Background: an optimization exercise with open tools, aiming at small area, a short achievable clock period and few clock cycles per item. Do not read the settings as production practice.
The RTL was checked by simulation tests, not by an equivalence proof against the original design.
Power and IR drop assume default switching activity.

File: flow/constraint.sdc
create_clock -name core_clock -period 10.0 [get_ports {clock}]
set_input_delay 2.0000 -clock core_clock [delete_from_list [all_inputs] [get_ports {clock}]]
set_output_delay 2.0000 -clock core_clock [all_outputs]
set_load 0.01 [all_outputs]
File: flow/design.v
`default_nettype none
package dtd_pkg;
   localparam int SAMPLE_W    = 16;
   localparam int SUM_W       = 41;
   localparam int LVL_W       = 32;
   localparam int ALPHA_W     = 16;
   localparam int RATIO_W     = 16;
   localparam int SILENCE_W   = 24;
   localparam int CSR_DATA_W  = 24;
   localparam int CSR_IDX_W   = 2;
   localparam logic [ALPHA_W-1:0]   ALPHA_RESET   = 16'd58982;
   localparam logic [RATIO_W-1:0]   RATIO_RESET   = 16'd128;
   localparam logic [SILENCE_W-1:0] SILENCE_RESET = 24'd11;
endpackage
`default_nettype wire
`default_nettype none
module dtd_fa (
   input  wire logic a,
   input  wire logic b,
   input  wire logic c,
   output logic      s,
   output logic      co
);
   assign s  = a ^ b ^ c;
   assign co = (a & b) | (a & c) | (b & c);
endmodule
module dtd_ha (
   input  wire logic a,
   input  wire logic b,
   output logic      s,
   output logic      co
);
   assign s  = a ^ b;
   assign co = a & b;
endmodule
module dtd_sq_tree (
   input  wire logic [14:0] y,
   input  wire logic        s,
   input  wire logic [40:0] a,
   input  wire logic [19:0]  ci,
   output logic [40:0]      o,
   output logic [19:0]       co
);
   wire sv = s;
   wire dg_0 = y[0];
   wire dg_1 = y[1];
   wire dg_2 = y[2];
   wire dg_3 = y[3];
   wire dg_4 = y[4];
   wire dg_5 = y[5];
   wire dg_6 = y[6];
   wire dg_7 = y[7];
   wire dg_8 = y[8];
   wire dg_9 = y[9];
   wire dg_10 = y[10];
   wire dg_11 = y[11];
   wire dg_12 = y[12];
   wire dg_13 = y[13];
   wire dg_14 = y[14];
   wire pp_0_1 = y[0] & y[1];
   wire pp_0_2 = y[0] & y[2];
   wire pp_0_3 = y[0] & y[3];
   wire pp_0_4 = y[0] & y[4];
   wire pp_0_5 = y[0] & y[5];
   wire pp_0_6 = y[0] & y[6];
   wire pp_0_7 = y[0] & y[7];
   wire pp_0_8 = y[0] & y[8];
   wire pp_0_9 = y[0] & y[9];
   wire pp_0_10 = y[0] & y[10];
   wire pp_0_11 = y[0] & y[11];
   wire pp_0_12 = y[0] & y[12];
   wire pp_0_13 = y[0] & y[13];
   wire pp_0_14 = y[0] & y[14];
   wire pp_1_2 = y[1] & y[2];
   wire pp_1_3 = y[1] & y[3];
   wire pp_1_4 = y[1] & y[4];
   wire pp_1_5 = y[1] & y[5];
   wire pp_1_6 = y[1] & y[6];
   wire pp_1_7 = y[1] & y[7];
   wire pp_1_8 = y[1] & y[8];
   wire pp_1_9 = y[1] & y[9];
   wire pp_1_10 = y[1] & y[10];
   wire pp_1_11 = y[1] & y[11];
   wire pp_1_12 = y[1] & y[12];
   wire pp_1_13 = y[1] & y[13];
   wire pp_1_14 = y[1] & y[14];
   wire pp_2_3 = y[2] & y[3];
   wire pp_2_4 = y[2] & y[4];
   wire pp_2_5 = y[2] & y[5];
   wire pp_2_6 = y[2] & y[6];
   wire pp_2_7 = y[2] & y[7];
   wire pp_2_8 = y[2] & y[8];
   wire pp_2_9 = y[2] & y[9];
   wire pp_2_10 = y[2] & y[10];
   wire pp_2_11 = y[2] & y[11];
   wire pp_2_12 = y[2] & y[12];
   wire pp_2_13 = y[2] & y[13];
   wire pp_2_14 = y[2] & y[14];
   wire pp_3_4 = y[3] & y[4];
   wire pp_3_5 = y[3] & y[5];
   wire pp_3_6 = y[3] & y[6];
   wire pp_3_7 = y[3] & y[7];
   wire pp_3_8 = y[3] & y[8];
   wire pp_3_9 = y[3] & y[9];
   wire pp_3_10 = y[3] & y[10];
   wire pp_3_11 = y[3] & y[11];
   wire pp_3_12 = y[3] & y[12];
   wire pp_3_13 = y[3] & y[13];
   wire pp_3_14 = y[3] & y[14];
   wire pp_4_5 = y[4] & y[5];
   wire pp_4_6 = y[4] & y[6];
   wire pp_4_7 = y[4] & y[7];
   wire pp_4_8 = y[4] & y[8];
   wire pp_4_9 = y[4] & y[9];
   wire pp_4_10 = y[4] & y[10];
   wire pp_4_11 = y[4] & y[11];
   wire pp_4_12 = y[4] & y[12];
   wire pp_4_13 = y[4] & y[13];
   wire pp_4_14 = y[4] & y[14];
   wire pp_5_6 = y[5] & y[6];
   wire pp_5_7 = y[5] & y[7];
   wire pp_5_8 = y[5] & y[8];
   wire pp_5_9 = y[5] & y[9];
   wire pp_5_10 = y[5] & y[10];
   wire pp_5_11 = y[5] & y[11];
   wire pp_5_12 = y[5] & y[12];
   wire pp_5_13 = y[5] & y[13];
   wire pp_5_14 = y[5] & y[14];
   wire pp_6_7 = y[6] & y[7];
   wire pp_6_8 = y[6] & y[8];
   wire pp_6_9 = y[6] & y[9];
   wire pp_6_10 = y[6] & y[10];
   wire pp_6_11 = y[6] & y[11];
   wire pp_6_12 = y[6] & y[12];
   wire pp_6_13 = y[6] & y[13];
   wire pp_6_14 = y[6] & y[14];
   wire pp_7_8 = y[7] & y[8];
   wire pp_7_9 = y[7] & y[9];
   wire pp_7_10 = y[7] & y[10];
   wire pp_7_11 = y[7] & y[11];
   wire pp_7_12 = y[7] & y[12];
   wire pp_7_13 = y[7] & y[13];
   wire pp_7_14 = y[7] & y[14];
   wire pp_8_9 = y[8] & y[9];
   wire pp_8_10 = y[8] & y[10];
   wire pp_8_11 = y[8] & y[11];
   wire pp_8_12 = y[8] & y[12];
   wire pp_8_13 = y[8] & y[13];
   wire pp_8_14 = y[8] & y[14];
   wire pp_9_10 = y[9] & y[10];
   wire pp_9_11 = y[9] & y[11];
   wire pp_9_12 = y[9] & y[12];
   wire pp_9_13 = y[9] & y[13];
   wire pp_9_14 = y[9] & y[14];
   wire pp_10_11 = y[10] & y[11];
   wire pp_10_12 = y[10] & y[12];
   wire pp_10_13 = y[10] & y[13];
   wire pp_10_14 = y[10] & y[14];
   wire pp_11_12 = y[11] & y[12];
   wire pp_11_13 = y[11] & y[13];
   wire pp_11_14 = y[11] & y[14];
   wire pp_12_13 = y[12] & y[13];
   wire pp_12_14 = y[12] & y[14];
   wire pp_13_14 = y[13] & y[14];
   wire cr_0 = s & y[0];
   wire cr_1 = s & y[1];
   wire cr_2 = s & y[2];
   wire cr_3 = s & y[3];
   wire cr_4 = s & y[4];
   wire cr_5 = s & y[5];
   wire cr_6 = s & y[6];
   wire cr_7 = s & y[7];
   wire cr_8 = s & y[8];
   wire cr_9 = s & y[9];
   wire cr_10 = s & y[10];
   wire cr_11 = s & y[11];
   wire cr_12 = s & y[12];
   wire cr_13 = s & y[13];
   wire cr_14 = s & y[14];
   wire n1, n2;
   dtd_ha u_n1 (.a(pp_0_11), .b(pp_1_10), .s(n1), .co(n2));
   wire n3, n4;
   dtd_fa u_n3 (.a(pp_0_13), .b(pp_1_12), .c(pp_2_11), .s(n3), .co(n4));
   wire n5, n6;
   dtd_ha u_n5 (.a(pp_0_14), .b(pp_1_13), .s(n5), .co(n6));
   wire n7, n8;
   dtd_fa u_n7 (.a(pp_1_14), .b(pp_2_13), .c(pp_3_12), .s(n7), .co(n8));
   wire n9, n10;
   dtd_ha u_n9 (.a(pp_0_5), .b(pp_1_4), .s(n9), .co(n10));
   wire n11, n12;
   dtd_fa u_n11 (.a(pp_0_7), .b(pp_1_6), .c(pp_2_5), .s(n11), .co(n12));
   wire n13, n14;
   dtd_ha u_n13 (.a(pp_0_8), .b(pp_1_7), .s(n13), .co(n14));
   wire n15, n16;
   dtd_fa u_n15 (.a(pp_0_9), .b(pp_1_8), .c(pp_2_7), .s(n15), .co(n16));
   wire n17, n18;
   dtd_fa u_n17 (.a(pp_3_6), .b(pp_4_5), .c(dg_5), .s(n17), .co(n18));
   wire n19, n20;
   dtd_fa u_n19 (.a(pp_0_10), .b(pp_1_9), .c(pp_2_8), .s(n19), .co(n20));
   wire n21, n22;
   dtd_ha u_n21 (.a(pp_3_7), .b(pp_4_6), .s(n21), .co(n22));
   wire n23, n24;
   dtd_fa u_n23 (.a(n1), .b(pp_2_9), .c(pp_3_8), .s(n23), .co(n24));
   wire n25, n26;
   dtd_fa u_n25 (.a(pp_4_7), .b(pp_5_6), .c(dg_6), .s(n25), .co(n26));
   wire n27, n28;
   dtd_ha u_n27 (.a(cr_11), .b(a[12]), .s(n27), .co(n28));
   wire n29, n30;
   dtd_fa u_n29 (.a(n2), .b(pp_0_12), .c(pp_1_11), .s(n29), .co(n30));
   wire n31, n32;
   dtd_fa u_n31 (.a(pp_2_10), .b(pp_3_9), .c(pp_4_8), .s(n31), .co(n32));
   wire n33, n34;
   dtd_fa u_n33 (.a(pp_5_7), .b(cr_12), .c(a[13]), .s(n33), .co(n34));
   wire n35, n36;
   dtd_fa u_n35 (.a(n3), .b(pp_3_10), .c(pp_4_9), .s(n35), .co(n36));
   wire n37, n38;
   dtd_fa u_n37 (.a(pp_5_8), .b(pp_6_7), .c(dg_7), .s(n37), .co(n38));
   wire n39, n40;
   dtd_fa u_n39 (.a(cr_13), .b(a[14]), .c(ci[6]), .s(n39), .co(n40));
   wire n41, n42;
   dtd_fa u_n41 (.a(n4), .b(n5), .c(pp_2_12), .s(n41), .co(n42));
   wire n43, n44;
   dtd_fa u_n43 (.a(pp_3_11), .b(pp_4_10), .c(pp_5_9), .s(n43), .co(n44));
   wire n45, n46;
   dtd_fa u_n45 (.a(pp_6_8), .b(cr_14), .c(a[15]), .s(n45), .co(n46));
   wire n47, n48;
   dtd_fa u_n47 (.a(n6), .b(n7), .c(pp_4_11), .s(n47), .co(n48));
   wire n49, n50;
   dtd_fa u_n49 (.a(pp_5_10), .b(pp_6_9), .c(pp_7_8), .s(n49), .co(n50));
   wire n51, n52;
   dtd_fa u_n51 (.a(dg_8), .b(a[16]), .c(ci[7]), .s(n51), .co(n52));
   wire n53, n54;
   dtd_fa u_n53 (.a(n8), .b(pp_2_14), .c(pp_3_13), .s(n53), .co(n54));
   wire n55, n56;
   dtd_fa u_n55 (.a(pp_4_12), .b(pp_5_11), .c(pp_6_10), .s(n55), .co(n56));
   wire n57, n58;
   dtd_ha u_n57 (.a(pp_7_9), .b(a[17]), .s(n57), .co(n58));
   wire n59, n60;
   dtd_fa u_n59 (.a(pp_3_14), .b(pp_4_13), .c(pp_5_12), .s(n59), .co(n60));
   wire n61, n62;
   dtd_fa u_n61 (.a(pp_6_11), .b(pp_7_10), .c(pp_8_9), .s(n61), .co(n62));
   wire n63, n64;
   dtd_fa u_n63 (.a(dg_9), .b(a[18]), .c(ci[8]), .s(n63), .co(n64));
   wire n65, n66;
   dtd_fa u_n65 (.a(pp_4_14), .b(pp_5_13), .c(pp_6_12), .s(n65), .co(n66));
   wire n67, n68;
   dtd_ha u_n67 (.a(pp_7_11), .b(pp_8_10), .s(n67), .co(n68));
   wire n69, n70;
   dtd_fa u_n69 (.a(pp_5_14), .b(pp_6_13), .c(pp_7_12), .s(n69), .co(n70));
   wire n71, n72;
   dtd_fa u_n71 (.a(pp_8_11), .b(pp_9_10), .c(dg_10), .s(n71), .co(n72));
   wire n73, n74;
   dtd_ha u_n73 (.a(pp_6_14), .b(pp_7_13), .s(n73), .co(n74));
   wire n75, n76;
   dtd_fa u_n75 (.a(pp_7_14), .b(pp_8_13), .c(pp_9_12), .s(n75), .co(n76));
   wire n77, n78;
   dtd_ha u_n77 (.a(pp_0_1), .b(dg_1), .s(n77), .co(n78));
   wire n79, n80;
   dtd_fa u_n79 (.a(pp_0_3), .b(pp_1_2), .c(dg_2), .s(n79), .co(n80));
   wire n81, n82;
   dtd_ha u_n81 (.a(pp_0_4), .b(pp_1_3), .s(n81), .co(n82));
   wire n83, n84;
   dtd_fa u_n83 (.a(n9), .b(pp_2_3), .c(dg_3), .s(n83), .co(n84));
   wire n85, n86;
   dtd_ha u_n85 (.a(cr_5), .b(a[6]), .s(n85), .co(n86));
   wire n87, n88;
   dtd_fa u_n87 (.a(n10), .b(pp_0_6), .c(pp_1_5), .s(n87), .co(n88));
   wire n89, n90;
   dtd_fa u_n89 (.a(pp_2_4), .b(cr_6), .c(a[7]), .s(n89), .co(n90));
   wire n91, n92;
   dtd_fa u_n91 (.a(n11), .b(pp_3_4), .c(dg_4), .s(n91), .co(n92));
   wire n93, n94;
   dtd_fa u_n93 (.a(cr_7), .b(a[8]), .c(ci[3]), .s(n93), .co(n94));
   wire n95, n96;
   dtd_fa u_n95 (.a(n12), .b(n13), .c(pp_2_6), .s(n95), .co(n96));
   wire n97, n98;
   dtd_fa u_n97 (.a(pp_3_5), .b(cr_8), .c(a[9]), .s(n97), .co(n98));
   wire n99, n100;
   dtd_fa u_n99 (.a(n14), .b(n15), .c(n17), .s(n99), .co(n100));
   wire n101, n102;
   dtd_fa u_n101 (.a(cr_9), .b(a[10]), .c(ci[4]), .s(n101), .co(n102));
   wire n103, n104;
   dtd_fa u_n103 (.a(n16), .b(n18), .c(n19), .s(n103), .co(n104));
   wire n105, n106;
   dtd_fa u_n105 (.a(n21), .b(cr_10), .c(a[11]), .s(n105), .co(n106));
   wire n107, n108;
   dtd_fa u_n107 (.a(n20), .b(n22), .c(n23), .s(n107), .co(n108));
   wire n109, n110;
   dtd_fa u_n109 (.a(n25), .b(n27), .c(ci[5]), .s(n109), .co(n110));
   wire n111, n112;
   dtd_fa u_n111 (.a(n24), .b(n26), .c(n28), .s(n111), .co(n112));
   wire n113, n114;
   dtd_fa u_n113 (.a(n29), .b(n31), .c(n33), .s(n113), .co(n114));
   wire n115, n116;
   dtd_fa u_n115 (.a(n30), .b(n32), .c(n34), .s(n115), .co(n116));
   wire n117, n118;
   dtd_fa u_n117 (.a(n35), .b(n37), .c(n39), .s(n117), .co(n118));
   wire n119, n120;
   dtd_fa u_n119 (.a(n36), .b(n38), .c(n40), .s(n119), .co(n120));
   wire n121, n122;
   dtd_fa u_n121 (.a(n41), .b(n43), .c(n45), .s(n121), .co(n122));
   wire n123, n124;
   dtd_fa u_n123 (.a(n42), .b(n44), .c(n46), .s(n123), .co(n124));
   wire n125, n126;
   dtd_fa u_n125 (.a(n47), .b(n49), .c(n51), .s(n125), .co(n126));
   wire n127, n128;
   dtd_fa u_n127 (.a(n48), .b(n50), .c(n52), .s(n127), .co(n128));
   wire n129, n130;
   dtd_fa u_n129 (.a(n53), .b(n55), .c(n57), .s(n129), .co(n130));
   wire n131, n132;
   dtd_fa u_n131 (.a(n54), .b(n56), .c(n58), .s(n131), .co(n132));
   wire n133, n134;
   dtd_fa u_n133 (.a(n59), .b(n61), .c(n63), .s(n133), .co(n134));
   wire n135, n136;
   dtd_fa u_n135 (.a(n60), .b(n62), .c(n64), .s(n135), .co(n136));
   wire n137, n138;
   dtd_fa u_n137 (.a(n65), .b(n67), .c(a[19]), .s(n137), .co(n138));
   wire n139, n140;
   dtd_fa u_n139 (.a(n66), .b(n68), .c(n69), .s(n139), .co(n140));
   wire n141, n142;
   dtd_fa u_n141 (.a(n71), .b(a[20]), .c(ci[9]), .s(n141), .co(n142));
   wire n143, n144;
   dtd_fa u_n143 (.a(n70), .b(n72), .c(n73), .s(n143), .co(n144));
   wire n145, n146;
   dtd_fa u_n145 (.a(pp_8_12), .b(pp_9_11), .c(a[21]), .s(n145), .co(n146));
   wire n147, n148;
   dtd_fa u_n147 (.a(n74), .b(n75), .c(pp_10_11), .s(n147), .co(n148));
   wire n149, n150;
   dtd_fa u_n149 (.a(dg_11), .b(a[22]), .c(ci[10]), .s(n149), .co(n150));
   wire n151, n152;
   dtd_fa u_n151 (.a(n76), .b(pp_8_14), .c(pp_9_13), .s(n151), .co(n152));
   wire n153, n154;
   dtd_ha u_n153 (.a(pp_10_12), .b(a[23]), .s(n153), .co(n154));
   wire n155, n156;
   dtd_fa u_n155 (.a(pp_9_14), .b(pp_10_13), .c(pp_11_12), .s(n155), .co(n156));
   wire n157, n158;
   dtd_fa u_n157 (.a(dg_12), .b(a[24]), .c(ci[11]), .s(n157), .co(n158));
   wire n159, n160;
   dtd_ha u_n159 (.a(pp_10_14), .b(pp_11_13), .s(n159), .co(n160));
   wire n161, n162;
   dtd_fa u_n161 (.a(pp_11_14), .b(pp_12_13), .c(dg_13), .s(n161), .co(n162));
   wire n163, n164;
   dtd_ha u_n163 (.a(n77), .b(cr_1), .s(n163), .co(n164));
   wire n165, n166;
   dtd_fa u_n165 (.a(n78), .b(pp_0_2), .c(cr_2), .s(n165), .co(n166));
   wire n167, n168;
   dtd_fa u_n167 (.a(n79), .b(cr_3), .c(a[4]), .s(n167), .co(n168));
   wire n169, n170;
   dtd_fa u_n169 (.a(n80), .b(n81), .c(cr_4), .s(n169), .co(n170));
   wire n171, n172;
   dtd_fa u_n171 (.a(n82), .b(n83), .c(n85), .s(n171), .co(n172));
   wire n173, n174;
   dtd_fa u_n173 (.a(n84), .b(n86), .c(n87), .s(n173), .co(n174));
   wire n175, n176;
   dtd_fa u_n175 (.a(n88), .b(n90), .c(n91), .s(n175), .co(n176));
   wire n177, n178;
   dtd_fa u_n177 (.a(n92), .b(n94), .c(n95), .s(n177), .co(n178));
   wire n179, n180;
   dtd_fa u_n179 (.a(n96), .b(n98), .c(n99), .s(n179), .co(n180));
   wire n181, n182;
   dtd_fa u_n181 (.a(n100), .b(n102), .c(n103), .s(n181), .co(n182));
   wire n183, n184;
   dtd_fa u_n183 (.a(n104), .b(n106), .c(n107), .s(n183), .co(n184));
   wire n185, n186;
   dtd_fa u_n185 (.a(n108), .b(n110), .c(n111), .s(n185), .co(n186));
   wire n187, n188;
   dtd_fa u_n187 (.a(n112), .b(n114), .c(n115), .s(n187), .co(n188));
   wire n189, n190;
   dtd_fa u_n189 (.a(n116), .b(n118), .c(n119), .s(n189), .co(n190));
   wire n191, n192;
   dtd_fa u_n191 (.a(n120), .b(n122), .c(n123), .s(n191), .co(n192));
   wire n193, n194;
   dtd_fa u_n193 (.a(n124), .b(n126), .c(n127), .s(n193), .co(n194));
   wire n195, n196;
   dtd_fa u_n195 (.a(n128), .b(n130), .c(n131), .s(n195), .co(n196));
   wire n197, n198;
   dtd_fa u_n197 (.a(n132), .b(n134), .c(n135), .s(n197), .co(n198));
   wire n199, n200;
   dtd_fa u_n199 (.a(n136), .b(n138), .c(n139), .s(n199), .co(n200));
   wire n201, n202;
   dtd_fa u_n201 (.a(n140), .b(n142), .c(n143), .s(n201), .co(n202));
   wire n203, n204;
   dtd_fa u_n203 (.a(n144), .b(n146), .c(n147), .s(n203), .co(n204));
   wire n205, n206;
   dtd_fa u_n205 (.a(n148), .b(n150), .c(n151), .s(n205), .co(n206));
   wire n207, n208;
   dtd_fa u_n207 (.a(n152), .b(n154), .c(n155), .s(n207), .co(n208));
   wire n209, n210;
   dtd_fa u_n209 (.a(n156), .b(n158), .c(n159), .s(n209), .co(n210));
   wire n211, n212;
   dtd_fa u_n211 (.a(n160), .b(n161), .c(a[26]), .s(n211), .co(n212));
   wire n213, n214;
   dtd_ha u_n213 (.a(n162), .b(pp_12_14), .s(n213), .co(n214));
   wire n215, n216;
   dtd_fa u_n215 (.a(pp_13_14), .b(dg_14), .c(a[28]), .s(n215), .co(n216));
   wire n217, n218;
   dtd_ha u_n217 (.a(dg_0), .b(sv), .s(n217), .co(n218));
   wire n219, n220;
   dtd_ha u_n219 (.a(cr_0), .b(a[1]), .s(n219), .co(n220));
   wire n221, n222;
   dtd_fa u_n221 (.a(n163), .b(a[2]), .c(ci[0]), .s(n221), .co(n222));
   wire n223, n224;
   dtd_fa u_n223 (.a(n164), .b(n165), .c(a[3]), .s(n223), .co(n224));
   wire n225, n226;
   dtd_fa u_n225 (.a(n166), .b(n167), .c(ci[1]), .s(n225), .co(n226));
   wire n227, n228;
   dtd_fa u_n227 (.a(n168), .b(n169), .c(a[5]), .s(n227), .co(n228));
   wire n229, n230;
   dtd_fa u_n229 (.a(n170), .b(n171), .c(ci[2]), .s(n229), .co(n230));
   wire n231, n232;
   dtd_fa u_n231 (.a(n172), .b(n173), .c(n89), .s(n231), .co(n232));
   wire n233, n234;
   dtd_fa u_n233 (.a(n174), .b(n175), .c(n93), .s(n233), .co(n234));
   wire n235, n236;
   dtd_fa u_n235 (.a(n176), .b(n177), .c(n97), .s(n235), .co(n236));
   wire n237, n238;
   dtd_fa u_n237 (.a(n178), .b(n179), .c(n101), .s(n237), .co(n238));
   wire n239, n240;
   dtd_fa u_n239 (.a(n180), .b(n181), .c(n105), .s(n239), .co(n240));
   wire n241, n242;
   dtd_fa u_n241 (.a(n182), .b(n183), .c(n109), .s(n241), .co(n242));
   wire n243, n244;
   dtd_fa u_n243 (.a(n184), .b(n185), .c(n113), .s(n243), .co(n244));
   wire n245, n246;
   dtd_fa u_n245 (.a(n186), .b(n187), .c(n117), .s(n245), .co(n246));
   wire n247, n248;
   dtd_fa u_n247 (.a(n188), .b(n189), .c(n121), .s(n247), .co(n248));
   wire n249, n250;
   dtd_fa u_n249 (.a(n190), .b(n191), .c(n125), .s(n249), .co(n250));
   wire n251, n252;
   dtd_fa u_n251 (.a(n192), .b(n193), .c(n129), .s(n251), .co(n252));
   wire n253, n254;
   dtd_fa u_n253 (.a(n194), .b(n195), .c(n133), .s(n253), .co(n254));
   wire n255, n256;
   dtd_fa u_n255 (.a(n196), .b(n197), .c(n137), .s(n255), .co(n256));
   wire n257, n258;
   dtd_fa u_n257 (.a(n198), .b(n199), .c(n141), .s(n257), .co(n258));
   wire n259, n260;
   dtd_fa u_n259 (.a(n200), .b(n201), .c(n145), .s(n259), .co(n260));
   wire n261, n262;
   dtd_fa u_n261 (.a(n202), .b(n203), .c(n149), .s(n261), .co(n262));
   wire n263, n264;
   dtd_fa u_n263 (.a(n204), .b(n205), .c(n153), .s(n263), .co(n264));
   wire n265, n266;
   dtd_fa u_n265 (.a(n206), .b(n207), .c(n157), .s(n265), .co(n266));
   wire n267, n268;
   dtd_fa u_n267 (.a(n208), .b(n209), .c(a[25]), .s(n267), .co(n268));
   wire n269, n270;
   dtd_fa u_n269 (.a(n210), .b(n211), .c(ci[12]), .s(n269), .co(n270));
   wire n271, n272;
   dtd_fa u_n271 (.a(n212), .b(n213), .c(a[27]), .s(n271), .co(n272));
   wire n273, n274;
   dtd_fa u_n273 (.a(n214), .b(n215), .c(ci[13]), .s(n273), .co(n274));
   wire n275, n276;
   dtd_ha u_n275 (.a(n216), .b(a[29]), .s(n275), .co(n276));
   wire n277, n278;
   dtd_ha u_n277 (.a(a[30]), .b(ci[14]), .s(n277), .co(n278));
   wire n279, n280;
   dtd_ha u_n279 (.a(n217), .b(a[0]), .s(n279), .co(n280));
   wire n281, n282;
   dtd_fa u_n281 (.a(n218), .b(n219), .c(n280), .s(n281), .co(n282));
   wire n283, n284;
   dtd_ha u_n283 (.a(n220), .b(n221), .s(n283), .co(n284));
   wire n285, n286;
   dtd_fa u_n285 (.a(n222), .b(n223), .c(n284), .s(n285), .co(n286));
   wire n287, n288;
   dtd_ha u_n287 (.a(n224), .b(n225), .s(n287), .co(n288));
   wire n289, n290;
   dtd_fa u_n289 (.a(n226), .b(n227), .c(n288), .s(n289), .co(n290));
   wire n291, n292;
   dtd_ha u_n291 (.a(n228), .b(n229), .s(n291), .co(n292));
   wire n293, n294;
   dtd_fa u_n293 (.a(n230), .b(n231), .c(n292), .s(n293), .co(n294));
   wire n295, n296;
   dtd_ha u_n295 (.a(n232), .b(n233), .s(n295), .co(n296));
   wire n297, n298;
   dtd_fa u_n297 (.a(n234), .b(n235), .c(n296), .s(n297), .co(n298));
   wire n299, n300;
   dtd_ha u_n299 (.a(n236), .b(n237), .s(n299), .co(n300));
   wire n301, n302;
   dtd_fa u_n301 (.a(n238), .b(n239), .c(n300), .s(n301), .co(n302));
   wire n303, n304;
   dtd_ha u_n303 (.a(n240), .b(n241), .s(n303), .co(n304));
   wire n305, n306;
   dtd_fa u_n305 (.a(n242), .b(n243), .c(n304), .s(n305), .co(n306));
   wire n307, n308;
   dtd_ha u_n307 (.a(n244), .b(n245), .s(n307), .co(n308));
   wire n309, n310;
   dtd_fa u_n309 (.a(n246), .b(n247), .c(n308), .s(n309), .co(n310));
   wire n311, n312;
   dtd_ha u_n311 (.a(n248), .b(n249), .s(n311), .co(n312));
   wire n313, n314;
   dtd_fa u_n313 (.a(n250), .b(n251), .c(n312), .s(n313), .co(n314));
   wire n315, n316;
   dtd_ha u_n315 (.a(n252), .b(n253), .s(n315), .co(n316));
   wire n317, n318;
   dtd_fa u_n317 (.a(n254), .b(n255), .c(n316), .s(n317), .co(n318));
   wire n319, n320;
   dtd_ha u_n319 (.a(n256), .b(n257), .s(n319), .co(n320));
   wire n321, n322;
   dtd_fa u_n321 (.a(n258), .b(n259), .c(n320), .s(n321), .co(n322));
   wire n323, n324;
   dtd_ha u_n323 (.a(n260), .b(n261), .s(n323), .co(n324));
   wire n325, n326;
   dtd_fa u_n325 (.a(n262), .b(n263), .c(n324), .s(n325), .co(n326));
   wire n327, n328;
   dtd_ha u_n327 (.a(n264), .b(n265), .s(n327), .co(n328));
   wire n329, n330;
   dtd_fa u_n329 (.a(n266), .b(n267), .c(n328), .s(n329), .co(n330));
   wire n331, n332;
   dtd_ha u_n331 (.a(n268), .b(n269), .s(n331), .co(n332));
   wire n333, n334;
   dtd_fa u_n333 (.a(n270), .b(n271), .c(n332), .s(n333), .co(n334));
   wire n335, n336;
   dtd_ha u_n335 (.a(n272), .b(n273), .s(n335), .co(n336));
   wire n337, n338;
   dtd_fa u_n337 (.a(n274), .b(n275), .c(n336), .s(n337), .co(n338));
   wire n339, n340;
   dtd_ha u_n339 (.a(n276), .b(n277), .s(n339), .co(n340));
   wire n341, n342;
   dtd_fa u_n341 (.a(n278), .b(a[31]), .c(n340), .s(n341), .co(n342));
   wire n343, n344;
   dtd_ha u_n343 (.a(a[32]), .b(ci[15]), .s(n343), .co(n344));
   wire n345, n346;
   dtd_ha u_n345 (.a(a[33]), .b(n344), .s(n345), .co(n346));
   wire n347, n348;
   dtd_ha u_n347 (.a(a[34]), .b(ci[16]), .s(n347), .co(n348));
   wire n349, n350;
   dtd_ha u_n349 (.a(a[35]), .b(n348), .s(n349), .co(n350));
   wire n351, n352;
   dtd_ha u_n351 (.a(a[36]), .b(ci[17]), .s(n351), .co(n352));
   wire n353, n354;
   dtd_ha u_n353 (.a(a[37]), .b(n352), .s(n353), .co(n354));
   wire n355, n356;
   dtd_ha u_n355 (.a(a[38]), .b(ci[18]), .s(n355), .co(n356));
   wire n357, n358;
   dtd_ha u_n357 (.a(a[39]), .b(n356), .s(n357), .co(n358));
   wire n359, n360;
   dtd_ha u_n359 (.a(a[40]), .b(ci[19]), .s(n359), .co(n360));
   assign o = {n359, n357, n355, n353, n351, n349, n347, n345, n343, n341, n339, n337, n335, n333, n331, n329, n327, n325, n323, n321, n319, n317, n315, n313, n311, n309, n307, n305, n303, n301, n299, n297, n295, n293, n291, n289, n287, n285, n283, n281, n279};
   assign co = {n358, n354, n350, n346, n342, n338, n334, n330, n326, n322, n318, n314, n310, n306, n302, n298, n294, n290, n286, n282};
endmodule
module dtd_resolve (
   input  wire logic [40:0] a,
   input  wire logic [19:0]  c,
   output logic [40:0]      r
);
   logic [20:0] cin;
   assign cin[0] = 1'b0;
   assign cin[1] = c[0] | (cin[0] & (&a[1:0]));
   assign cin[2] = c[1] | (cin[1] & (&a[3:2]));
   assign cin[3] = c[2] | (cin[2] & (&a[5:4]));
   assign cin[4] = c[3] | (cin[3] & (&a[7:6]));
   assign cin[5] = c[4] | (cin[4] & (&a[9:8]));
   assign cin[6] = c[5] | (cin[5] & (&a[11:10]));
   assign cin[7] = c[6] | (cin[6] & (&a[13:12]));
   assign cin[8] = c[7] | (cin[7] & (&a[15:14]));
   assign cin[9] = c[8] | (cin[8] & (&a[17:16]));
   assign cin[10] = c[9] | (cin[9] & (&a[19:18]));
   assign cin[11] = c[10] | (cin[10] & (&a[21:20]));
   assign cin[12] = c[11] | (cin[11] & (&a[23:22]));
   assign cin[13] = c[12] | (cin[12] & (&a[25:24]));
   assign cin[14] = c[13] | (cin[13] & (&a[27:26]));
   assign cin[15] = c[14] | (cin[14] & (&a[29:28]));
   assign cin[16] = c[15] | (cin[15] & (&a[31:30]));
   assign cin[17] = c[16] | (cin[16] & (&a[33:32]));
   assign cin[18] = c[17] | (cin[17] & (&a[35:34]));
   assign cin[19] = c[18] | (cin[18] & (&a[37:36]));
   assign cin[20] = c[19] | (cin[19] & (&a[39:38]));
   assign r[1:0] = a[1:0];
   assign r[3:2] = a[3:2] + 2'(cin[1]);
   assign r[5:4] = a[5:4] + 2'(cin[2]);
   assign r[7:6] = a[7:6] + 2'(cin[3]);
   assign r[9:8] = a[9:8] + 2'(cin[4]);
   assign r[11:10] = a[11:10] + 2'(cin[5]);
   assign r[13:12] = a[13:12] + 2'(cin[6]);
   assign r[15:14] = a[15:14] + 2'(cin[7]);
   assign r[17:16] = a[17:16] + 2'(cin[8]);
   assign r[19:18] = a[19:18] + 2'(cin[9]);
   assign r[21:20] = a[21:20] + 2'(cin[10]);
   assign r[23:22] = a[23:22] + 2'(cin[11]);
   assign r[25:24] = a[25:24] + 2'(cin[12]);
   assign r[27:26] = a[27:26] + 2'(cin[13]);
   assign r[29:28] = a[29:28] + 2'(cin[14]);
   assign r[31:30] = a[31:30] + 2'(cin[15]);
   assign r[33:32] = a[33:32] + 2'(cin[16]);
   assign r[35:34] = a[35:34] + 2'(cin[17]);
   assign r[37:36] = a[37:36] + 2'(cin[18]);
   assign r[39:38] = a[39:38] + 2'(cin[19]);
   assign r[40:40] = a[40:40] + 1'(cin[20]);
endmodule
`default_nettype wire
`default_nettype none
module dtd_div4 (
   input  wire logic [10:0] rem,
   input  wire logic [1:0]  nxt,
   input  wire logic [10:0] d,
   input  wire logic [12:0] d3,
   output logic [10:0]      rem_o,
   output logic [1:0]       q_o
);
   logic [12:0] t;
   logic [13:0] c1, c2, c3;
   assign t  = {rem, nxt};
   assign c1 = {1'b0, t} - {3'b0, d};
   assign c2 = {1'b0, t} - {2'b0, d, 1'b0};
   assign c3 = {1'b0, t} - {1'b0, d3};
   always_comb begin
      if (!c3[13]) begin
         q_o   = 2'd3;
         rem_o = c3[10:0];
      end else if (!c2[13]) begin
         q_o   = 2'd2;
         rem_o = c2[10:0];
      end else if (!c1[13]) begin
         q_o   = 2'd1;
         rem_o = c1[10:0];
      end else begin
         q_o   = 2'd0;
         rem_o = t[10:0];
      end
   end
endmodule
`default_nettype wire
`default_nettype none
module double_talk_detector_unit (
   input  wire logic         clock,
   input  wire logic         reset,
   input  wire logic         req_valid,
   output logic              req_ready,
   input  wire logic [15:0]  req_far_sample,
   input  wire logic [15:0]  req_mic_sample,
   input  wire logic         req_frame_end,
   output logic              rsp_valid,
   input  wire logic         rsp_ready,
   output logic [1:0]        rsp_talk_state,
   output logic              rsp_adapt_hold,
   input  wire logic         csr_write_enable,
   input  wire logic [1:0]   csr_index,
   input  wire logic [23:0]  csr_write_data
);
   localparam int NB = 20;    
   localparam logic [1:0] A_IDLE = 2'd0;
   localparam logic [1:0] A_DIV  = 2'd1;
   localparam logic [1:0] A_DONE = 2'd2;
   localparam logic [2:0] B_IDLE = 3'd0;
   localparam logic [2:0] B_FAR  = 3'd1;
   localparam logic [2:0] B_MIC  = 3'd2;
   localparam logic [2:0] B_RAT  = 3'd3;
   localparam logic [2:0] B_OUT  = 3'd4;
   logic [15:0]   alpha_ff;
   logic [15:0]   ratio_ff;
   logic [23:0]   silence_ff;
   logic          ready_ff;
   logic          in_v_ff, in_last_ff;
   logic [14:0]   in_fy_ff, in_my_ff;
   logic          in_fs_ff, in_ms_ff;
   logic [9:0]    cnt_ff, dcnt_ff;
   logic          full_ff;
   logic          zap_ff;
   logic [40:0]   fsum_ff, msum_ff;
   logic [NB-1:0] fcb_ff, mcb_ff;
   logic [1:0]    a_st_ff;
   logic [3:0]    a_cnt_ff;
   logic [10:0]   div_ff;
   logic [12:0]   div3_ff;
   logic [10:0]   frem_ff, mrem_ff;
   logic [29:0]   fq_ff, mq_ff;
   logic [2:0]    b_ph_ff;
   logic [3:0]    b_j_ff;
   logic [32:0]   acc_ff;
   logic [30:0]   flvl_ff, mlvl_ff;
   logic          out_valid_ff;
   logic [1:0]    talk_ff;
   always_ff @(posedge clock) begin
      if (reset) begin
         alpha_ff   <= dtd_pkg::ALPHA_RESET;
         ratio_ff   <= dtd_pkg::RATIO_RESET;
         silence_ff <= dtd_pkg::SILENCE_RESET;
      end else if (csr_write_enable) begin
         case (csr_index)
            2'd0:    alpha_ff   <= csr_write_data[15:0];
            2'd1:    ratio_ff   <= csr_write_data[15:0];
            2'd2:    silence_ff <= csr_write_data;
            default: ;
         endcase
      end
   end
   logic          accept, keep_in, load, clr;
   logic [9:0]    cnt_in;
   logic [40:0]   fsum_in, msum_in, fsum_o, msum_o, fres, mres;
   logic [NB-1:0] fcb_in, mcb_in, fcb_o, mcb_o;
   logic          full_in;
   assign accept  = req_valid && ready_ff;
   assign cnt_in  = (in_v_ff && in_last_ff) ? 10'd0 : cnt_ff + {9'd0, in_v_ff};
   assign keep_in = accept && (req_frame_end || !(&cnt_in));
   assign clr     = load || zap_ff;
   assign fsum_in = clr ? 41'd0 : fsum_ff;
   assign msum_in = clr ? 41'd0 : msum_ff;
   assign fcb_in  = clr ? '0 : fcb_ff;
   assign mcb_in  = clr ? '0 : mcb_ff;
   dtd_sq_tree u_ftree (
      .y  (in_fy_ff),
      .s  (in_fs_ff),
      .a  (fsum_in),
      .ci (fcb_in),
      .o  (fsum_o),
      .co (fcb_o)
   );
   dtd_sq_tree u_mtree (
      .y  (in_my_ff),
      .s  (in_ms_ff),
      .a  (msum_in),
      .ci (mcb_in),
      .o  (msum_o),
      .co (mcb_o)
   );
   dtd_resolve u_fres (.a(fsum_ff), .c(fcb_ff), .r(fres));
   dtd_resolve u_mres (.a(msum_ff), .c(mcb_ff), .r(mres));
   assign full_in = (full_ff && !load) || (in_v_ff && in_last_ff);
   always_ff @(posedge clock) begin
      in_fy_ff   <= {15{keep_in}} & (req_far_sample[14:0] ^ {15{req_far_sample[15]}});
      in_fs_ff   <= keep_in & req_far_sample[15];
      in_my_ff   <= {15{keep_in}} & (req_mic_sample[14:0] ^ {15{req_mic_sample[15]}});
      in_ms_ff   <= keep_in & req_mic_sample[15];
      in_last_ff <= req_frame_end;
      fsum_ff    <= fsum_o;
      msum_ff    <= msum_o;
      fcb_ff     <= fcb_o;
      mcb_ff     <= mcb_o;
      if (in_v_ff && in_last_ff) begin
         dcnt_ff <= cnt_ff;
      end
      if (reset) begin
         in_v_ff <= 1'b0;
         cnt_ff  <= '0;
         full_ff <= 1'b0;
         zap_ff  <= 1'b1;
      end else begin
         in_v_ff <= keep_in;
         full_ff <= full_in;
         zap_ff  <= 1'b0;
         cnt_ff  <= cnt_in;
      end
   end
   logic [1:0]  a_st_in;
   logic [10:0] frem_o, mrem_o;
   logic [1:0]  fq_o, mq_o;
   logic        b_fin;
   assign load = full_ff && (a_st_ff == A_IDLE);
   dtd_div4 u_fdiv (
      .rem   (frem_ff),
      .nxt   (fq_ff[29:28]),
      .d     (div_ff),
      .d3    (div3_ff),
      .rem_o (frem_o),
      .q_o   (fq_o)
   );
   dtd_div4 u_mdiv (
      .rem   (mrem_ff),
      .nxt   (mq_ff[29:28]),
      .d     (div_ff),
      .d3    (div3_ff),
      .rem_o (mrem_o),
      .q_o   (mq_o)
   );
   always_comb begin
      a_st_in = a_st_ff;
      case (a_st_ff)
         A_IDLE:  if (full_ff) a_st_in = A_DIV;
         A_DIV:   if (a_cnt_ff == 4'd14) a_st_in = A_DONE;
         A_DONE:  if (b_fin) a_st_in = A_IDLE;
         default: a_st_in = A_IDLE;
      endcase
   end
   always_ff @(posedge clock) begin
      if (load) begin
         frem_ff  <= fres[40:30];
         fq_ff    <= fres[29:0];
         mrem_ff  <= mres[40:30];
         mq_ff    <= mres[29:0];
         div_ff   <= {1'b0, dcnt_ff} + 11'd2;
         div3_ff  <= {3'b0, dcnt_ff} + {2'b0, dcnt_ff, 1'b0} + 13'd6;
         a_cnt_ff <= '0;
      end else if (a_st_ff == A_DIV) begin
         frem_ff  <= frem_o;
         fq_ff    <= {fq_ff[27:0], fq_o};
         mrem_ff  <= mrem_o;
         mq_ff    <= {mq_ff[27:0], mq_o};
         a_cnt_ff <= a_cnt_ff + 4'd1;
      end
      if (reset) begin
         a_st_ff <= A_IDLE;
      end else begin
         a_st_ff <= a_st_in;
      end
   end
   logic [2:0]  b_ph_in;
   logic [3:0]  b_j_in;
   logic        out_free;
   logic        far_on, mic_on, hit;
   logic [1:0]  talk_new;
   typedef struct packed {
      logic yf1, yf2, ym1, ym2, yfq, ymq, yneg;
      logic xacc, xf, xm;
      logic ash, ans, ainit;
      logic wf, wm;
   } ctl_type;
   ctl_type     ctl_ff, ctl_in;
   logic [3:0]  bidx_in;
   logic [15:0] mval_in;
   logic [2:0]  trip_in;
   logic        d_one, d_two, d_neg;
   always_comb begin
      b_ph_in = b_ph_ff;
      b_j_in  = b_j_ff + 4'd1;
      case (b_ph_ff)
         B_IDLE: begin
            b_j_in = '0;
            if (a_st_ff == A_DONE) b_ph_in = B_FAR;
         end
         B_FAR, B_MIC, B_RAT: begin
            if (b_j_ff == 4'd10) begin
               b_j_in  = '0;
               b_ph_in = (b_ph_ff == B_FAR) ? B_MIC :
                         (b_ph_ff == B_MIC) ? B_RAT : B_OUT;
            end
         end
         B_OUT: begin
            b_j_in = '0;
            if (out_free) b_ph_in = B_IDLE;
         end
         default: begin
            b_j_in  = '0;
            b_ph_in = B_IDLE;
         end
      endcase
   end
   always_comb begin
      mval_in = (b_ph_in == B_RAT) ? ratio_ff : alpha_ff;
      bidx_in = (b_ph_in == B_RAT && b_j_in > 4'd5) ? b_j_in - 4'd2 : b_j_in - 4'd1;
      case (bidx_in)
         4'd0:    trip_in = {mval_in[1], mval_in[0], 1'b0};
         4'd1:    trip_in = mval_in[3:1];
         4'd2:    trip_in = mval_in[5:3];
         4'd3:    trip_in = mval_in[7:5];
         4'd4:    trip_in = mval_in[9:7];
         4'd5:    trip_in = mval_in[11:9];
         4'd6:    trip_in = mval_in[13:11];
         4'd7:    trip_in = mval_in[15:13];
         default: trip_in = {2'b00, mval_in[15]};
      endcase
      d_one = (trip_in == 3'b001) || (trip_in == 3'b010) ||
              (trip_in == 3'b101) || (trip_in == 3'b110);
      d_two = (trip_in == 3'b011) || (trip_in == 3'b100);
      d_neg = trip_in[2] && (trip_in != 3'b111);
      ctl_in = '0;
      case (b_ph_in)
         B_FAR, B_MIC: begin
            if (b_j_in == 4'd0) begin
               ctl_in.yfq  = (b_ph_in == B_FAR);
               ctl_in.ymq  = (b_ph_in == B_MIC);
               ctl_in.yneg = 1'b1;
               ctl_in.xf   = (b_ph_in == B_FAR);
               ctl_in.xm   = (b_ph_in == B_MIC);
               ctl_in.wf   = (b_ph_in == B_FAR);
               ctl_in.wm   = (b_ph_in == B_MIC);
            end else if (b_j_in == 4'd10) begin
               ctl_in.yfq  = (b_ph_in == B_FAR);
               ctl_in.ymq  = (b_ph_in == B_MIC);
               ctl_in.xacc = 1'b1;
               ctl_in.wf   = (b_ph_in == B_FAR);
               ctl_in.wm   = (b_ph_in == B_MIC);
            end else begin
               ctl_in.yf1  = d_one && (b_ph_in == B_FAR);
               ctl_in.yf2  = d_two && (b_ph_in == B_FAR);
               ctl_in.ym1  = d_one && (b_ph_in == B_MIC);
               ctl_in.ym2  = d_two && (b_ph_in == B_MIC);
               ctl_in.yneg = d_neg;
               ctl_in.xacc = (b_j_in != 4'd1);
               ctl_in.ash  = (b_j_in != 4'd9);
               ctl_in.ans  = (b_j_in == 4'd9);
            end
         end
         B_RAT: begin
            if (b_j_in == 4'd0) begin
               ctl_in.ainit = 1'b1;
            end else if (b_j_in == 4'd5) begin
               ctl_in.ym1  = 1'b1;
               ctl_in.yneg = 1'b1;
               ctl_in.xacc = 1'b1;
               ctl_in.ans  = 1'b1;
            end else begin
               ctl_in.yf1  = d_one;
               ctl_in.yf2  = d_two;
               ctl_in.yneg = d_neg;
               ctl_in.xacc = 1'b1;
               ctl_in.ash  = (b_j_in != 4'd10);
               ctl_in.ans  = (b_j_in == 4'd10);
            end
         end
         default: ;
      endcase
   end
   logic [33:0] xop, ysel, yop, sum;
   assign xop  = ({34{ctl_ff.xacc}} & {acc_ff[32], acc_ff}) |
                 ({34{ctl_ff.xf}} & {{3{flvl_ff[30]}}, flvl_ff}) |
                 ({34{ctl_ff.xm}} & {{3{mlvl_ff[30]}}, mlvl_ff});
   assign ysel = ({34{ctl_ff.yf1}} & {{3{flvl_ff[30]}}, flvl_ff}) |
                 ({34{ctl_ff.yf2}} & {{2{flvl_ff[30]}}, flvl_ff, 1'b0}) |
                 ({34{ctl_ff.ym1}} & {{3{mlvl_ff[30]}}, mlvl_ff}) |
                 ({34{ctl_ff.ym2}} & {{2{mlvl_ff[30]}}, mlvl_ff, 1'b0}) |
                 ({34{ctl_ff.yfq}} & {4'd0, fq_ff}) |
                 ({34{ctl_ff.ymq}} & {4'd0, mq_ff});
   assign yop  = ysel ^ {34{ctl_ff.yneg}};
   assign sum  = xop + yop + {33'd0, ctl_ff.yneg};
   assign b_fin    = (b_ph_ff == B_MIC) && (b_j_ff == 4'd10);
   assign out_free = !out_valid_ff || rsp_ready;
   assign far_on   = (flvl_ff[29:0] > {6'd0, silence_ff});
   assign mic_on   = (mlvl_ff[29:0] > {6'd0, silence_ff});
   assign hit      = acc_ff[32];
   assign talk_new = (far_on && mic_on && hit) ? 2'd3 :
                     far_on ? 2'd1 :
                     mic_on ? 2'd2 : 2'd0;
   always_ff @(posedge clock) begin
      if (reset) begin
         ctl_ff <= '0;
      end else begin
         ctl_ff <= ctl_in;
      end
      if (ctl_ff.ainit) begin
         acc_ff <= {17'd0, ratio_ff};
      end else if (ctl_ff.ash) begin
         acc_ff <= {sum[33], sum[33:2]};
      end else if (ctl_ff.ans) begin
         acc_ff <= sum[32:0];
      end
      if (reset) begin
         flvl_ff <= '0;
         mlvl_ff <= '0;
      end else begin
         if (ctl_ff.wf) flvl_ff <= sum[30:0];
         if (ctl_ff.wm) mlvl_ff <= sum[30:0];
      end
      if (reset) begin
         b_ph_ff      <= B_IDLE;
         b_j_ff       <= '0;
         out_valid_ff <= 1'b0;
      end else begin
         b_ph_ff <= b_ph_in;
         b_j_ff  <= b_j_in;
         if (b_ph_ff == B_OUT && out_free) begin
            out_valid_ff <= 1'b1;
            talk_ff      <= talk_new;
         end else if (rsp_ready) begin
            out_valid_ff <= 1'b0;
         end
      end
   end
   assign rsp_valid      = out_valid_ff;
   assign rsp_talk_state = talk_ff;
   assign rsp_adapt_hold = talk_ff[1];
   logic full1, idle1, full2, idle2;
   assign full1 = full_in;
   assign idle1 = (a_st_in == A_IDLE);
   assign full2 = (full1 && !idle1) || (keep_in && req_frame_end);
   assign idle2 = (idle1 && !full1) ||
                  (b_ph_in == B_MIC && b_j_in == 4'd10);
   always_ff @(posedge clock) begin
      if (reset) begin
         ready_ff <= 1'b1;
      end else begin
         ready_ff <= !(full2 && !idle2);
      end
   end
   assign req_ready = ready_ff;
endmodule
`default_nettype wire
File: flow/config.mk
export PLATFORM = sky130hd
export DESIGN_NAME = double_talk_detector_unit
export DESIGN_NICKNAME = double_talk_detector_unit
export VERILOG_FILES = /design/flow/design.v
export SDC_FILE = /design/flow/constraint.sdc
export NUM_CORES = 4
export LEC_CHECK = 0
export ABC_CLOCK_PERIOD_IN_PS = 4000
export CAP_MARGIN = 20
export CORE_MARGIN = 2
export CORE_UTILIZATION = 40
export PLACE_DENSITY = 0.6
export SETUP_SLACK_MARGIN = 5
export SLEW_MARGIN = 20
export SYNTH_HIERARCHICAL = 1
File: flow/run.sh
#!/bin/bash
# synth_recipe.tcl (not shown) runs the flow's synth.tcl, then flattens the netlist and writes it again
# the make line also repeats each setting of config.mk as NAME=value (left out here)
make -C /OpenROAD-flow-scripts/flow DESIGN_CONFIG=/design/flow/config.mk WORK_HOME=/design/flow/orfs CLKGATE_MAP_FILE= SYNTH_SCRIPT=/design/flow/synth_recipe.tcl finish
==> results of run 1 <==
==> power groups by stage <==
stage          clock network, W  logic [W]  registers (W)
2_1_floorplan                 0    0.00126        0.00232
3_3_place_gp                  0    0.00129        0.00244
3_5_place_dp                  0    0.00131        0.00244
4_1_cts                 0.00215    0.00132        0.00240
5_1_grt                 0.00221    0.00149        0.00243
6_report                0.00209    0.00129        0.00240
==> logic make-up after synthesis <==
family / count (synthesis)
AOI/OAI and AO/OA: 758
xor gates and xnor gates: 182
and+or+nand+nor: 1195
buffers and inverters: 473
adders and majority gates: 586
muxes: 155
other: 1
DFF: 463
==> state kept, by name (all words and copies together) (netlist names), 12 cells and up <==
signal / flops
ratio_ff: 16
mcb_ff: 20
div3_ff: 12
in_fy_ff: 15
acc_ff: 33
ctl_ff: 13
fsum_ff: 41
fq_ff: 30
msum_ff: 41
mlvl_ff: 31
flvl_ff: 31
alpha_ff: 16
in_my_ff: 15
mq_ff: 30
fcb_ff: 20
silence_ff: 24
==> modules after synthesis, one instance, submodules excluded <==
module	cell area, um^2	cells inside
double_talk_detector_unit	22300	2281
dtd_div4	2050	280
dtd_fa	20.0	1
dtd_ha	12.5	1
dtd_resolve	860	109
dtd_sq_tree	1410	197
==> worst max-delay path by stage <==
stage                    from          end  slack (ns)  cells after the start
floorplan             full_ff  msum_ff[15]        5.96                     13
global placement      full_ff  fsum_ff[15]        5.64                     11
detailed placement    full_ff  fsum_ff[15]        5.60                     11
CTS                   full_ff  fsum_ff[15]        5.58                     11
global route        b_j_ff[0]   ctl_ff[13]        5.27                     14
finish              ctl_ff[1]   acc_ff[30]        5.49                     14
==> critical path: stages, from the launching register on <==
cell and delay [ns]:
dfxtp_2 0.86, buf_4 0.60, a22oi_1 0.14, nand3_1 0.12
xnor2_1 0.08, ha_1 0.38, a21o_1 0.22, o21a_1 0.19
a311oi_1 0.40, o21a_1 0.27, a21oi_1 0.11, o21ai_0 0.35
o21ai_0 0.23, xnor2_1 0.17, a211oi_1 0.22
==> metrics by stage <==
| stage | cells | cell area (um^2) | total power (W) | util [%] | setup WS [ns] |
|---|---|---|---|---|---|
| global route | 4963 | 39900 | 0.00614 | 42.9 | 5.27 |
| finish | 4963 | 39900 | 0.00579 | 42.9 | 5.49 |
| detailed placement | 4858 | 38100 | 0.00374 | 40.9 | 5.60 |
| global placement | 4858 | 38100 | 0.00372 | 40.9 | 5.64 |
| floorplan | 3814 | 37500 | 0.00358 | - | 5.96 |
| CTS | 4963 | 39900 | 0.00587 | 42.9 | 5.58 |
==> Yosys cell counts (32+ instances only) <==
cell | number | area [um^2]
xor2_1 | 74 | 648
mux2_2 | 85 | 957
clkbuf_1 | 109 | 409
mux2i_1 | 67 | 671
ha_1 | 308 | 3850
nand2b_1 | 40 | 250
fa_1 | 278 | 5570
nand3_1 | 83 | 415
a21o_1 | 55 | 413
and2_1 | 334 | 2090
nand2_1 | 263 | 987
and2_2 | 38 | 285
a211oi_1 | 48 | 360
dfxtp_1 | 331 | 6630
xnor2_1 | 107 | 937
nor2_1 | 221 | 830
inv_1 | 168 | 631
a21oi_1 | 174 | 871
o21ai_0 | 78 | 390
edfxtp_1 | 132 | 3960
nand3b_1 | 32 | 240
buf_4 | 131 | 983
a22oi_1 | 94 | 706
buf_6 | 37 | 417
nor3_1 | 40 | 200
==> cell type report <==
class / count / area (um^2)
Fill cell: 9096 / 53100
Sequential cell: 463 / 10600
Timing Repair Buffer: 93 / 866
Multi-Input combinational cell: 2878 / 24400
Tap cell: 1254 / 1570
Clock inverter: 17 / 176
Clock buffer: 88 / 1700
Inverter: 170 / 639
==> layer usage <==
layer  GRT usage [%]  wire [um]  share of wire [%]
met1            27.9      43800                 45
met2            34.5      46400                 48
met3            2.17       4440                4.6
met4            5.53       2410                2.5
met5               0         11              0.011
==> summary.txt, run 1 <==
- The detailed router finished its first iteration with 2027 violations.
- Of all nets on the critical path, the largest fanout is 44.
- Hold timing on the final database bottoms out at a slack of 0.452 ns.
- The count of buffers from port buffering is 68.
- Entering global routing, the biggest net connects 95 pins.
- Post-CTS timing repair inserted 0 buffers for setup.
- Setup violations remaining at the end of the flow were counted as 0.
- Clock tree synthesis inserted a total of 56 buffers.
- The die extent in y is 310 um.
- The post-route clock skew is 0.0316 ns.
- The compound-cell area share of the yosys netlist is 14.3%.
- Setup repair after global routing left no endpoint under its margin.
- For this run, the detailed router's first-pass iteration total came to 9.
- The final-report max-slew violation count came to 0.
- The number of instances in the synthesized netlist is 3813.
- After synthesis the netlist holds a flip-flop and latch count of 463.
- In this run the power density over the cells is 145 mW/mm^2.
- For this design the top-level I/O count stands at 69.
- Dividing the synthesized area by the synthesized cell count gives 9.83 um^2.
- After synthesis, flip-flops and latches occupy 28.2% of the total area.
- The number of antenna diodes in the final layout is 0.
- The startpoint identified for the worst register-to-register timing path is ctl_ff[1].
- At the end of routability-driven placement, the weighted congestion stood at 0.927.
- The floorplan step defined a die boundary enclosing 0.0962 mm^2.
- The terminus of the critical flop-to-flop path is acc_ff[30].
- The library cell used as clock root buffer is clkbuf_16.
- The dominant combinational cell family by area after synthesis is adder cells.
- The switching power summed over all nets is 0.00179 W.
- The total count of hold-check failures in the final report was 0.
- Subtracting the final worst setup slack from the clock period gives 4.51 ns.
- Global routing consumed, over all layers together, 20.5% of the routing resources.
- The worst setup path is captured at a flop.
- The required arrival time at the worst endpoint is 10.53 ns.
- For hold timing, the worst endpoint is dcnt_ff[0].
- The row count is 112.
- The transition at the pin with the smallest max-transition slack is 1.03 ns.
- For this run, design rule violations remaining after detail routing come to 0.
- Max-cap violations in this run came to 0.
- The total number of H-tree levels is 2.
- In this run, distinct cell masters in the synthesized netlist total 97.
- The number of vias per cell is 5.48.
- The synthesized cell area is 0.0375 mm^2.
- The wire length of the first global-routing pass is 156 mm.
- The simple logic cell fraction of the synthesized area is 16.8%.
- Internal power comes to 0.00400 W.
- The total clock sinks is 463.
- The core region is 0.0930 mm^2.
- Of the post-synthesis cell area, the part taken by muxes is 4.52%.
- In this run, post-CTS hold repair placed 0 buffers.
- The initial antenna violation count is 5.
- The detail route stage leaves a number of antenna-violating nets equal to 0.
- The synthesized netlist devotes 4.27% of its cell area to XOR and XNOR gates.
- Counting flops with an async set or reset pin after synthesis yields a share of 0%.
- The post-cts resize count is 0.
- The CTS tree is yes.
- The area share of fa/ha/maj cells after synthesis is 25.1%.
- Summed over all cells, the static leakage comes to 17.4 nW.
- The number of flops mapped to enable cells by yosys is 132.
- The final-stage net count is 4312.
- The most used flip-flop cell after synthesis is dfxtp_1.
- The average detailed-routed wire length per instance is 19.6 um.
- The maximum root-to-sink buffer count is 3.
- The flow ran to the end and the layout has no timing, DRC or antenna violations.
- The peak clock frequency supported by timing is 0.222 GHz.
- For this run, the number of Yosys warnings is 8.
- The worst ir drop on vdd is 127 uV.
- Summed over all failing endpoints, the final setup total negative slack is 0 ns.
- The proportion of power drawn by the clock network is 36.2%.
- The post-route netlist has 8.52% of its cells at a drive strength greater than 1.
- For the worst-skew pair, the clock arrives at the later sink with an insertion delay of 0.63 ns.
- The number of global-route vias before repair is 27.6k.
- The worst register-to-register path has a depth of 14.
- The worst setup path is launched from a flop.
- The critical path is of the reg2reg type.
- Of the available clock period, the critical path in the final layout requires 45.1%.
- The switching part of the total is 30.9%.
- The share of power burned in registers is 41.5%.
- The worst hold path was traced through 0 stages.
- The total half-perimeter wirelength after legalization and detailed placement is 72.3 mm.
- The die width is 310 um.
- In this run the tightest slew margin relative to its limit is 31.1%.
- The area growth from synthesis to layout is 6.50%.
- The routed via count is 27.2k.
- The arrival time of data at the critical path endpoint is 5.04 ns.
- The post-detailed-routing wire length is 97.1 mm.
- The initial utilization of the core area, before any placement, comes to 40.3%.
- The most frequent standard cell in the layout excluding fill and tap cells is and2_1.
- Leaving out fill and tap cells, the most frequent cells in the layout are and2_1, dfxtp_1, ha_1, fa_1, nand2_1.
- The class of the tightest hold or removal check is reg2reg.
- The setup check on the worst reg-to-reg path leaves a slack of 5.49 ns.
- After global routing the overflow that remains totals 0.
- Per report_power, the combinational group accounts for 22.3% of the total.
- The clock-pin slew on the worst setup and hold paths is 0.06 ns.
- The start point of the worst min-delay path is cnt_ff[0].
Testbench counts, summed over its fixed seeds: cycles 29,390, items 384.
==> run 2: changes to the inputs <==
--- a/flow/config.mk
+++ b/flow/config.mk
@@ -8,8 +8,8 @@
 export ABC_CLOCK_PERIOD_IN_PS = 4000
 export CAP_MARGIN = 20
 export CORE_MARGIN = 2
-export CORE_UTILIZATION = 40
-export PLACE_DENSITY = 0.6
+export CORE_UTILIZATION = 65
+export PLACE_DENSITY = 0.75
 export SETUP_SLACK_MARGIN = 5
 export SLEW_MARGIN = 20
 export SYNTH_HIERARCHICAL = 1
==> summary.txt, run 2 <==
- The flow ran to the end and the layout has no timing, DRC or antenna violations.
- The die width is 244 um (-21%).
- The count of yosys warnings during synthesis was 8 (unchanged).
- The all-layer global routing usage is 32.8% (+12 points).
- The path class of the tightest hold or removal check is reg2reg.
- The number of detailed-route iterations in the first pass is 11 (+2).
- The top-level I/O count came to 69 (unchanged).
- The number of DRC violations after detailed routing came to 0 (unchanged).
- The total half-perimeter wirelength after legalization and detailed placement is 72.3 mm (about the same).
- The placer congestion estimate was 0.993 (+7.2%).
- The die area is 0.0596 mm^2 (-38%).
- The effective utilization at floorplan came to 65.4% (+25 points).
- The share of power burned in registers is 43.4% (+1.9 points).
- The number of global-route vias before repair is 28.6k (+3.5%).
- Ranked by instance count, the synthesized netlist is headed by and2_1, dfxtp_1, ha_1, fa_1, nand2_1.
- The final hold slack is 0.452 ns (+0.000211 ns).
- Broken down by cell family, the worst path's largest delay share belongs to compound AO/OA/AOI/OAI gates.
- The root buffer cell chosen for the clock tree is clkbuf_16.
- The area fraction of the dominant cell type after synthesis is 17.7% (unchanged).
- The combined buffer and inverter count along the critical path is 1 (unchanged).
- The maximum root-to-sink buffer count is 3 (unchanged).
- The overall overflow remaining after global route is 0 (unchanged).
- The final period demand of the worst path is 4.64 ns (+0.135 ns).
- The transition at the pin with the smallest max-transition slack is 1.13 ns (+0.0990 ns).
- The leakage power summed over all cells is 17.2 nW (-0.80%).
- The setup fix buffers added after clock tree synthesis is 0 (unchanged).
- The switching power summed over all nets came to 0.00174 W (-2.7%).
- The required arrival time at the worst endpoint is 10.52 ns (about the same).
- The number of buffers added by the clock tree synthesis step is 50 (-11%).
- Yosys instantiated no cell more often than and2_1.
- The count of cell types in the netlist is 97 (unchanged).
- The met2 wirelength from detailed routing was 44.8 mm (-3.4%).
- The synthesized cell area was 0.0375 mm^2 (unchanged).
- The number of nets still failing antenna checks after routing was 0 (unchanged).
- The category of the worst setup path launch point is a flop.
- The post-cts resize count came to 0 (unchanged).
- The CTS tree is yes.
- The number of vias per cell was 6.27 (+14%).
- The most frequent standard cell in the layout excluding fill and tap cells is and2_1.
- The die extent in y is 244 um (-21%).
- The sequential element share of the synthesized area is 28.2% (unchanged).
- The number of max-cap violations is 0 (unchanged).
- The internal power is 0.00382 W (-4.3%).
- The routed via count is 28.0k (+2.8%).
- The highest metal layer carrying signal wires in the routed design is met4.
- The type of element capturing the critical path is a flop.
- The initial antenna violation count was 2 (-3).
- The flip-flop and latch count after synthesis is 463 (unchanged).
- The highest net fanout along the worst path is 66 (+50%).
- The peak clock frequency supported by timing is 0.215 GHz (-2.9%).
- The post-route clock skew is 0.0208 ns (-0.0109 ns).
- Setup repair after global routing left no endpoint under its margin.
- The proportion of power drawn by the clock network is 33.9% (-2.3 points).
- The share of flip-flops with an asynchronous set or reset is 0% (unchanged).
- The critical path in this run is classified as reg2reg.
- The combinational fraction of design power came to 22.7% (+0.4 points).
- The clock insertion delay at the later pin of the skew report is 0.60 ns (-0.03 ns).
- The switching part of the total is 31.3% (+0.36 points).
- Yosys attributes the largest share of cell area to dfxtp_1, fa_1, edfxtp_1, ha_1, and2_1.
- Relative to the synthesized area, the layout overhead comes to 4.22%.
- The fraction of final layout cells with drive strength greater than 1 is 8.20% (-0.32 points).
- Traced cell by cell, the critical path runs through buf_4, a22oi_1, a21boi_1, a31oi_1, fa_1, a21oi_1, nand4b_1, a21oi_1, o21ai_0, nor3_1, o41ai_1, xnor2_1, mux2i_1, a211oi_1.
- The critical path's slowest cell is buf_4.
- The final-stage net count came to 4303 (-0.21%).
- The relative max-transition margin is 24.6% (-6.4 points).
- The average detailed-routed wire length per instance is 21.7 um (+11%).
- The count of buffers from port buffering is 68 (unchanged).
- The cell type with the highest occurrence count on the critical path is a21oi_1.
- The number of flops mapped to enable cells by yosys is 132 (unchanged).
- The count of hold buffers inserted by post-cts repair was 0 (unchanged).
- The wire length of the first global-routing pass is 156 mm (-0.30%).
- The clock-pin slew on the worst setup and hold paths is 0.06 ns (about the same).
- The average cell area after synthesis was 9.83 um^2 (unchanged).
- The number of instances in the synthesized netlist is 3813 (unchanged).
- The met1 routed wirelength after detailed routing is 41.0 mm (-6.6%).
- The number of filler instances in the final layout came to 4467 (-51%).
- In the final layout, the registers with the most flip-flops are fsum_ff x41, msum_ff x41, acc_ff x33.
- The final clock period utilization by the worst path is 46.4% (+1.4 points).
- The delay of the slowest cell on the worst path was 0.72 ns (-0.14 ns).
- The biggest area contributor in the post-synthesis netlist is dfxtp_1.
- The total number of H-tree levels is 2 (unchanged).
- The worst ir drop on vdd is 144 uV (+14%).
- The count of routing violations after the opening detailed-route iteration is 2500 (+23%).
- The largest net degree at the start of global routing is 106 (+12%).
- The total power per unit cell area is 142 mW/mm^2 (-1.7%).
- The leading register cell type out of synthesis is dfxtp_1.
- The top cell types in the final layout, fill and taps aside, are and2_1, dfxtp_1, ha_1, fa_1, nand2_1.
- The total count of hold-check failures in the final report is 0 (unchanged).
- The final-report max-slew violation count is 0 (unchanged).
- The total clock sinks is 463 (unchanged).
- The total setup violations reported at the end of the flow came to 0 (unchanged).
- The row count is 88 (-21%).
- The setup TNS is 0 ns (unchanged).
- The post-detailed-routing wire length is 96.6 mm (-0.50%).
- The core box area is 0.0574 mm^2 (-38%).
- The arrival time of data at the critical path endpoint is 5.16 ns (+0.12 ns).
- The total length of routed met3 wires is 6.84 mm (+54%).
## run 2: changes by cell type in the layout (fill, tap and decap cells not counted), moves of 2 or more
cell and delta:
buf_4 -5, buf_6 +2, clkbuf_1 -7, clkbuf_16 -7
clkbuf_8 -11, clkinv_1 +6, clkinv_2 +2, clkinv_4 +2
inv_4 -2, inv_6 +2
## run 2: per-layer routing
layer  track usage [%]  up-vias
li1                  -    13000
met1              44.5    13700
met2              52.5     1052
met3              5.19      216
met4              13.6        0
met5                 0        -
## run 2: kinds of logic after synthesis
family	after synthesis	synth area share (%)
muxes	155	4.52
DFF	463	28.2
AOI/OAI and AO/OA	758	14.3
and+or+nand+nor	1195	16.8
xor gates and xnor gates	182	4.27
buffers and inverters	473	6.81
other	1	0.0100
adders and majority gates	586	25.1
## run 2: cell type report
| cell class | instances | area, um^2 | share of cell area (%) |
|---|---|---|---|
| diodes | 1 | 2.50 | 0.00640 |
| clock buffers | 63 | 1350 | 3.46 |
| clock inverters | 31 | 290 | 0.743 |
| inverters | 170 | 639 | 1.64 |
| multi-input cells | 2878 | 24400 | 62.4 |
| flip-flops and latches | 463 | 10600 | 27.1 |
| well taps | 765 | 957 | 2.45 |
| repair buffers | 90 | 851 | 2.18 |
## run 2: worst paths after layout
path                                 start  slack (ns)  cells after the start          to
worst max-delay path             ctl_ff[9]        5.36                     14  acc_ff[18]
worst min-delay path            dcnt_ff[0]        0.45                      0  div3_ff[0]
worst max register to register   ctl_ff[9]        5.36                     14  acc_ff[18]
worst min register to register  dcnt_ff[0]        0.45                      0  div3_ff[0]
## run 2: Yosys stat by module, one instance, submodules excluded
module,cells,flip-flops and latches,copies in the design
dtd_resolve,109,0,2
dtd_fa,1,0,270
dtd_ha,1,0,90
dtd_div4,280,0,2
dtd_sq_tree,197,0,2
double_talk_detector_unit,2281,463,1
## run 2: power by group through the flow
stage          combinational [W]  sequential, W  clock, W
2_1_floorplan            0.00126        0.00232         0
3_3_place_gp             0.00118        0.00244         0
3_5_place_dp             0.00125        0.00244         0
4_1_cts                  0.00127        0.00241   0.00191
5_1_grt                  0.00144        0.00244   0.00198
6_report                 0.00126        0.00241   0.00189
## run 2: per-stage QoR
stage                     instance area, um^2  cells  util, %  setup slack [ns]  total power [W]
after floorplan                         37500   3814        -              5.96          0.00358
after global placement                  37400   4366     65.2              5.45          0.00362
after detailed placement                37400   4366     65.2              5.27          0.00369
after CTS                               39100   4460     68.1              5.26          0.00559
after global routing                    39100   4460     68.1              5.08          0.00586
final                                   39100   4461     68.1              5.36          0.00556

port drivers added, routing unchanged:
The flow's constraints put no driver on any port. The routed layouts listed below were extracted and timed again, unchanged, in two steps.
Step 1 sets driving cells, clkbuf_16 on the clock port and buf_2 on the other inputs (assumed; they add their load-dependent delay and slew).
Step 2, shift: input delay + t, output delay - t, t = (earliest + latest rising clock arrival at the registers) / 2. This alone moves slack from input paths to output paths.
Three values: ideal, step 1, step 2; two values: the first two.
run | t, ns | slack for setup (ns) | hold slack, ns
run 1 | 0.690 | 5.495 / 5.495 / 5.495 | 0.452 / 0.452 / 0.452
run 2 | 0.661 | 5.359 / 5.359 / 5.359 | 0.452 / 0.452 / 0.452
After both steps setup and hold are still met in every run listed.
